Background: an optimization exercise with open tools, aiming at small area and a short achievable clock period. Do not read the settings as production practice.
Function was checked by simulation only, so behaviour that the tests miss may differ from the original.

==> run M <==
// mjd_bcd_to_calendar_time
module mjd_bcd_to_calendar_time (
    input  logic        i_clk,
    input  logic        i_rst_n,
    input  logic        start,
    output logic        busy,
    input  logic [15:0] i_mjd,
    input  logic [7:0]  i_hour_bcd,
    input  logic [7:0]  i_minute_bcd,
    input  logic [7:0]  i_second_bcd,
    output logic        o_valid,
    output logic [10:0] o_year,
    output logic [3:0]  o_month_num,
    output logic [4:0]  o_day_of_month,
    output logic [2:0]  o_weekday,
    output logic [7:0]  o_hour_bin,
    output logic [7:0]  o_minute_bin,
    output logic [7:0]  o_second_bin
);
    function automatic logic [7:0] bcd_to_bin(input logic [7:0] b);
        logic [3:0] t;
        logic [2:0] v;
        logic [4:0] x;
        logic [6:0] h;
        logic       c;
        t = b[7:4];
        v = b[3:1];
        c = 1'b0;
        for (int i = 0; i < 3; i++) begin
            x[i] = t[i] ^ v[i] ^ c;
            c    = (t[i] & v[i]) | (c & (t[i] ^ v[i]));
        end
        x[3] = t[3] ^ c;
        x[4] = t[3] & c;
        h[1:0] = x[1:0];
        c = 1'b0;
        for (int i = 2; i < 5; i++) begin
            h[i] = x[i] ^ t[i-2] ^ c;
            c    = (x[i] & t[i-2]) | (c & (x[i] ^ t[i-2]));
        end
        h[5] = t[3] ^ c;
        h[6] = t[3] & c;
        bcd_to_bin = {h, b[0]};
    endfunction
    assign busy = !i_rst_n;
    logic        s_valid;
    logic [15:0] s_mjd;
    logic [23:0] s_hms;
    generate if (CUT0) begin : g_cut0
  ...
export LEC_CHECK = 0
export ABC_CLOCK_PERIOD_IN_PS = 3500
export CAP_MARGIN = 20
export CORE_MARGIN = 2
export CORE_UTILIZATION = 60
export SETUP_SLACK_MARGIN = 4.2
export SLEW_MARGIN = 20
create_clock -name core_clock -period 7.5 [get_ports {i_clk}]
standard.sh (not shown) runs the stock make flow with config.mk's settings and CLKGATE_MAP_FILE= SYNTH_SCRIPT=/design/flow/synth_recipe.tcl, a recipe that flattens the netlist after the stock synthesis.
==> flow/flow/run.sh <==
#!/bin/bash
# layout flow: the standard synthesis, then its combinational logic re-mapped by
# abc as plain gates (flow/remap.tcl; every register kept with its name and cell;
# the logic before the first registers mapped for delay),
# then the rest of the standard flow, with the port buffers as plain buf_1 cells
# instead of the cell buffer_ports picks by default, and a clock tree over larger
# sink clusters without dummy balancing loads.
# each tool's output goes to a log of its own in this folder
set -euo pipefail
export BUFFER_PORTS_ARGS="-buffer_cell sky130_fd_sc_hd__buf_1"
export CTS_ARGS="-sink_clustering_enable -repair_clock_nets -dont_use_dummy_load -buf_list sky130_fd_sc_hd__clkbuf_8 -sink_clustering_size 30 -sink_clustering_max_diameter 100"
bash standard.sh synth > synth_run.log 2>&1
R=orfs/results/$FLOW_PLATFORM/mjd_bcd_to_calendar_time/base
cp $R/1_2_yosys.v standard_synth.v
REMAP_LIB=$FLOW_HOME/platforms/sky130hd/lib/sky130_fd_sc_hd__tt_025C_1v80.lib \
REMAP_IN=standard_synth.v REMAP_TOP=$FLOW_TOP REMAP_PS=3500 REMAP_OUT=$R/1_2_yosys.v \
    yosys -c flow/remap.tcl > remap.log 2>&1
rm -f $R/1_synth.odb $R/1_synth.sdc
bash standard.sh > standard_run.log 2>&1
Other scripts of this flow, unchanged in this note and not shown: flow/flow/remap.tcl
==> inputs of run P, as changes to run M <==
Settings changed: SETUP_SLACK_MARGIN 4.2 to 4.3.
==> inputs of run C, as changes to run M <==
--- a/flow/design.v
+++ b/flow/design.v
@@ -59,43 +59,43 @@
             5'd0: begin qp = 6'd0; rh = 11'd0; end
             5'd1: begin qp = 6'd0; rh = 11'd0; end
             5'd2: begin qp = 6'd0; rh = 11'd0; end
             5'd3: begin qp = 6'd0; rh = 11'd0; end
             5'd4: begin qp = 6'd0; rh = 11'd0; end
             5'd5: begin qp = 6'd0; rh = 11'd0; end
             5'd6: begin qp = 6'd0; rh = 11'd0; end
-            5'd7: begin qp = 6'd0; rh = 11'd673; end
-            5'd8: begin qp = 6'd1; rh = 11'd1260; end
-            5'd9: begin qp = 6'd3; rh = 11'd386; end
-            5'd10: begin qp = 6'd4; rh = 11'd973; end
-            5'd11: begin qp = 6'd6; rh = 11'd99; end
-            5'd12: begin qp = 6'd7; rh = 11'd686; end
-            5'd13: begin qp = 6'd8; rh = 11'd1273; end
-            5'd14: begin qp = 6'd10; rh = 11'd399; end
-            5'd15: begin qp = 6'd11; rh = 11'd986; end
-            5'd16: begin qp = 6'd13; rh = 11'd112; end
-            5'd17: begin qp = 6'd14; rh = 11'd699; end
-            5'd18: begin qp = 6'd15; rh = 11'd1286; end
-            5'd19: begin qp = 6'd17; rh = 11'd412; end
-            5'd20: begin qp = 6'd18; rh = 11'd999; end
-            5'd21: begin qp = 6'd20; rh = 11'd125; end
-            5'd22: begin qp = 6'd21; rh = 11'd712; end
-            5'd23: begin qp = 6'd22; rh = 11'd1299; end
-            5'd24: begin qp = 6'd24; rh = 11'd425; end
-            5'd25: begin qp = 6'd25; rh = 11'd1012; end
-            5'd26: begin qp = 6'd27; rh = 11'd138; end
-            5'd27: begin qp = 6'd28; rh = 11'd725; end
-            5'd28: begin qp = 6'd29; rh = 11'd1312; end
-            5'd29: begin qp = 6'd31; rh = 11'd438; end
-            5'd30: begin qp = 6'd32; rh = 11'd1025; end
-            5'd31: begin qp = 6'd34; rh = 11'd151; end
+            5'd7: begin qp = 6'd0; rh = 11'd718; end
+            5'd8: begin qp = 6'd1; rh = 11'd1305; end
+            5'd9: begin qp = 6'd3; rh = 11'd431; end
+            5'd10: begin qp = 6'd4; rh = 11'd1018; end
+            5'd11: begin qp = 6'd6; rh = 11'd144; end
+            5'd12: begin qp = 6'd7; rh = 11'd731; end
+            5'd13: begin qp = 6'd8; rh = 11'd1318; end
+            5'd14: begin qp = 6'd10; rh = 11'd444; end
+            5'd15: begin qp = 6'd11; rh = 11'd1031; end
+            5'd16: begin qp = 6'd13; rh = 11'd157; end
+            5'd17: begin qp = 6'd14; rh = 11'd744; end
+            5'd18: begin qp = 6'd15; rh = 11'd1331; end
+            5'd19: begin qp = 6'd17; rh = 11'd457; end
+            5'd20: begin qp = 6'd18; rh = 11'd1044; end
+            5'd21: begin qp = 6'd20; rh = 11'd170; end
+            5'd22: begin qp = 6'd21; rh = 11'd757; end
+            5'd23: begin qp = 6'd22; rh = 11'd1344; end
+            5'd24: begin qp = 6'd24; rh = 11'd470; end
+            5'd25: begin qp = 6'd25; rh = 11'd1057; end
+            5'd26: begin qp = 6'd27; rh = 11'd183; end
+            5'd27: begin qp = 6'd28; rh = 11'd770; end
+            5'd28: begin qp = 6'd29; rh = 11'd1357; end
+            5'd29: begin qp = 6'd31; rh = 11'd483; end
+            5'd30: begin qp = 6'd32; rh = 11'd1070; end
+            5'd31: begin qp = 6'd34; rh = 11'd196; end
             default: begin qp = 6'd0; rh = 11'd0; end
         endcase
         r1 = 12'(rh) + 12'(i_mjd[10:0]);
-        a_r1 = early ? 12'd261 : r1;
+        a_r1 = early ? 12'd306 : r1;
         a_qp = early ? 6'd27 : qp;
     end
     logic        b_valid;
     logic [11:0] b_r1;
     logic [5:0]  b_qp;
     generate if (CUT1) begin : g_cut1
         always_ff @(posedge i_clk) begin
@@ -116,43 +116,43 @@
     logic [8:0]  b_doy;    
     logic [7:0]  b_y0;     
     logic [5:0]  w1, w2, w3, w4;
     logic [3:0]  wsum;
     logic [2:0]  wres;
     logic [2:0]  b_wd;
     always_comb begin
-        if      (ge16({4'b0, b_r1}, 16'd3242)) begin yc = 4'd9; ystart = 9'd170; end
-        else if (ge16({4'b0, b_r1}, 16'd2877)) begin yc = 4'd8; ystart = 9'd317; end
-        else if (ge16({4'b0, b_r1}, 16'd2511)) begin yc = 4'd7; ystart = 9'd463; end
-        else if (ge16({4'b0, b_r1}, 16'd2146)) begin yc = 4'd6; ystart = 9'd98; end
-        else if (ge16({4'b0, b_r1}, 16'd1781)) begin yc = 4'd5; ystart = 9'd245; end
-        else if (ge16({4'b0, b_r1}, 16'd1416)) begin yc = 4'd4; ystart = 9'd392; end
-        else if (ge16({4'b0, b_r1}, 16'd1050)) begin yc = 4'd3; ystart = 9'd26; end
-        else if (ge16({4'b0, b_r1}, 16'd685)) begin yc = 4'd2; ystart = 9'd173; end
-        else if (ge16({4'b0, b_r1}, 16'd320)) begin yc = 4'd1; ystart = 9'd320; end
-        else begin yc = 4'd0; ystart = 9'd467; end
+        if      (ge16({4'b0, b_r1}, 16'd3287)) begin yc = 4'd9; ystart = 9'd215; end
+        else if (ge16({4'b0, b_r1}, 16'd2922)) begin yc = 4'd8; ystart = 9'd362; end
+        else if (ge16({4'b0, b_r1}, 16'd2556)) begin yc = 4'd7; ystart = 9'd508; end
+        else if (ge16({4'b0, b_r1}, 16'd2191)) begin yc = 4'd6; ystart = 9'd143; end
+        else if (ge16({4'b0, b_r1}, 16'd1826)) begin yc = 4'd5; ystart = 9'd290; end
+        else if (ge16({4'b0, b_r1}, 16'd1461)) begin yc = 4'd4; ystart = 9'd437; end
+        else if (ge16({4'b0, b_r1}, 16'd1095)) begin yc = 4'd3; ystart = 9'd71; end
+        else if (ge16({4'b0, b_r1}, 16'd730)) begin yc = 4'd2; ystart = 9'd218; end
+        else if (ge16({4'b0, b_r1}, 16'd365)) begin yc = 4'd1; ystart = 9'd365; end
+        else begin yc = 4'd0; ystart = 9'd0; end
         doy_s = {4'b0, b_r1[8:0]} - {4'b0, ystart};
         b_doy = doy_s[8:0];
         y0_s  = add12({4'b0, b_qp, 2'b00}, 12'(yc), 1'b0);
         b_y0  = y0_s[7:0];
         w1   = csa7(b_r1[2:0], b_r1[5:3], b_r1[8:6]);
         w2   = csa7(b_r1[11:9], ~{b_qp[1:0], b_qp[2]}, ~{b_qp[4:3], b_qp[5]});
         w3   = csa7(w1[2:0], w1[5:3], w2[2:0]);
         w4   = csa7(w3[2:0], w3[5:3], w2[5:3]);
         wsum = {1'b0, w4[2:0]} + {1'b0, w4[5:3]};
         wres = wsum[2:0] + {2'b0, wsum[3]};
         case (wres)
-            3'd0:    b_wd = 3'd2;
-            3'd1:    b_wd = 3'd3;
-            3'd2:    b_wd = 3'd4;
-            3'd3:    b_wd = 3'd5;
-            3'd4:    b_wd = 3'd6;
-            3'd5:    b_wd = 3'd7;
-            3'd6:    b_wd = 3'd1;
-            default: b_wd = 3'd2;
+            3'd0:    b_wd = 3'd6;
+            3'd1:    b_wd = 3'd7;
+            3'd2:    b_wd = 3'd1;
+            3'd3:    b_wd = 3'd2;
+            3'd4:    b_wd = 3'd3;
+            3'd5:    b_wd = 3'd4;
+            3'd6:    b_wd = 3'd5;
+            default: b_wd = 3'd6;
         endcase
     end
     logic        c_valid;
     logic [8:0]  c_doy;
     logic [7:0]  c_y0;
     logic [2:0]  c_wd;
     generate if (CUT2) begin : g_cut2
Settings changed: CORE_UTILIZATION 60 to 75, SETUP_SLACK_MARGIN 4.2 to 3.9.
==> impl_metrics.toml <==
[finish]
fin_cells = 889
multiInputCombCellCount = 467
nNetsFinal = 825
post-route-util = 0.724
buffers = 100
ff_latch_area_sq_um = 2710
multi_input_area_sq_um = 3270

[timing]
fin_crit_ns = 3.22

[yosys]
synth_nets = 706

[placed_design]
dp.cells = 863

[status]
status = "finished clean"

[die]
n_tap_cell = 133

[setup_path]
crit_start = "i_rst_n"

[detailed_routing]
wirelength_um = 13000
The numbers above come from run P.

==> impl_metrics.toml <==
[power_and_ir_drop]
clock_power_mw = 0.420

[status]
status = "finished clean"

[finish]
finalInstanceArea_sq_um = 6860
buffers = 97
ff_latch_area_sq_um = 2700
nNetsFinal = 822
regMostFlops = "g_hms.r_hms"
multiInputCombCellCount = 467

[timing]
fin_crit_ns = 3.28
fin_setup_tns_ns = 0

[die]
coreArea_sq_um = 9640
n_tap_cell = 133

[detailed_routing]
wirelength_um = 12800

[grt]
globalRouteMet1Util = 0.270

[placed_design]
dp.cells = 863

[yosys]
synth_nets = 706
The numbers above come from run M.

==> impl_metrics.toml <==
[finish]
multiInputCombCellCount = 472
post-route-util = 0.878
ff_latch_area_sq_um = 2690

[status]
status = "finished clean"

[setup_path]
crit_start = "u_date.b_r1[1]$_SDFF_PP1_"

[yosys]
synth_nets = 711

[timing]
fin_crit_ns = 3.72

[die]
n_tap_cell = 102
The numbers above come from run C.

static timing again, ports no longer ideal:
In the flow no input, the clock included, has a driving cell. The finished layouts below were timed again as built, in two steps.
Step 1, drivers: a clkbuf_16 drives i_clk and a buf_2 each remaining input, both assumed.
Step 2 moves the port delays by t, midway between the first and last clock arrival at a register: inputs arrive t later, outputs are due t later. That takes back most of the time a late clock gives input paths.
Three values: ideal, step 1, step 2; two values: the first two.
run	t, ns	setup WS [ns]	worst hold slack (ns)	worst slew at a driven data input, ns	cell pins on the clock port's net
run M	0.440	4.219 / 4.190 / 3.889	0.320 / 0.320 / 0.320	0.05	1
run P	0.433	4.282 / 4.229 / 3.967	0.320 / 0.320 / 0.320	0.05	1
run C	0.458	3.777 / 3.777 / 3.513	0.311 / 0.311 / 0.311	0.04	1
After both steps every run listed still meets setup and hold. The setup slack of run M, which loses most, moves by -0.029 ns with the drivers and by -0.330 ns with both steps.
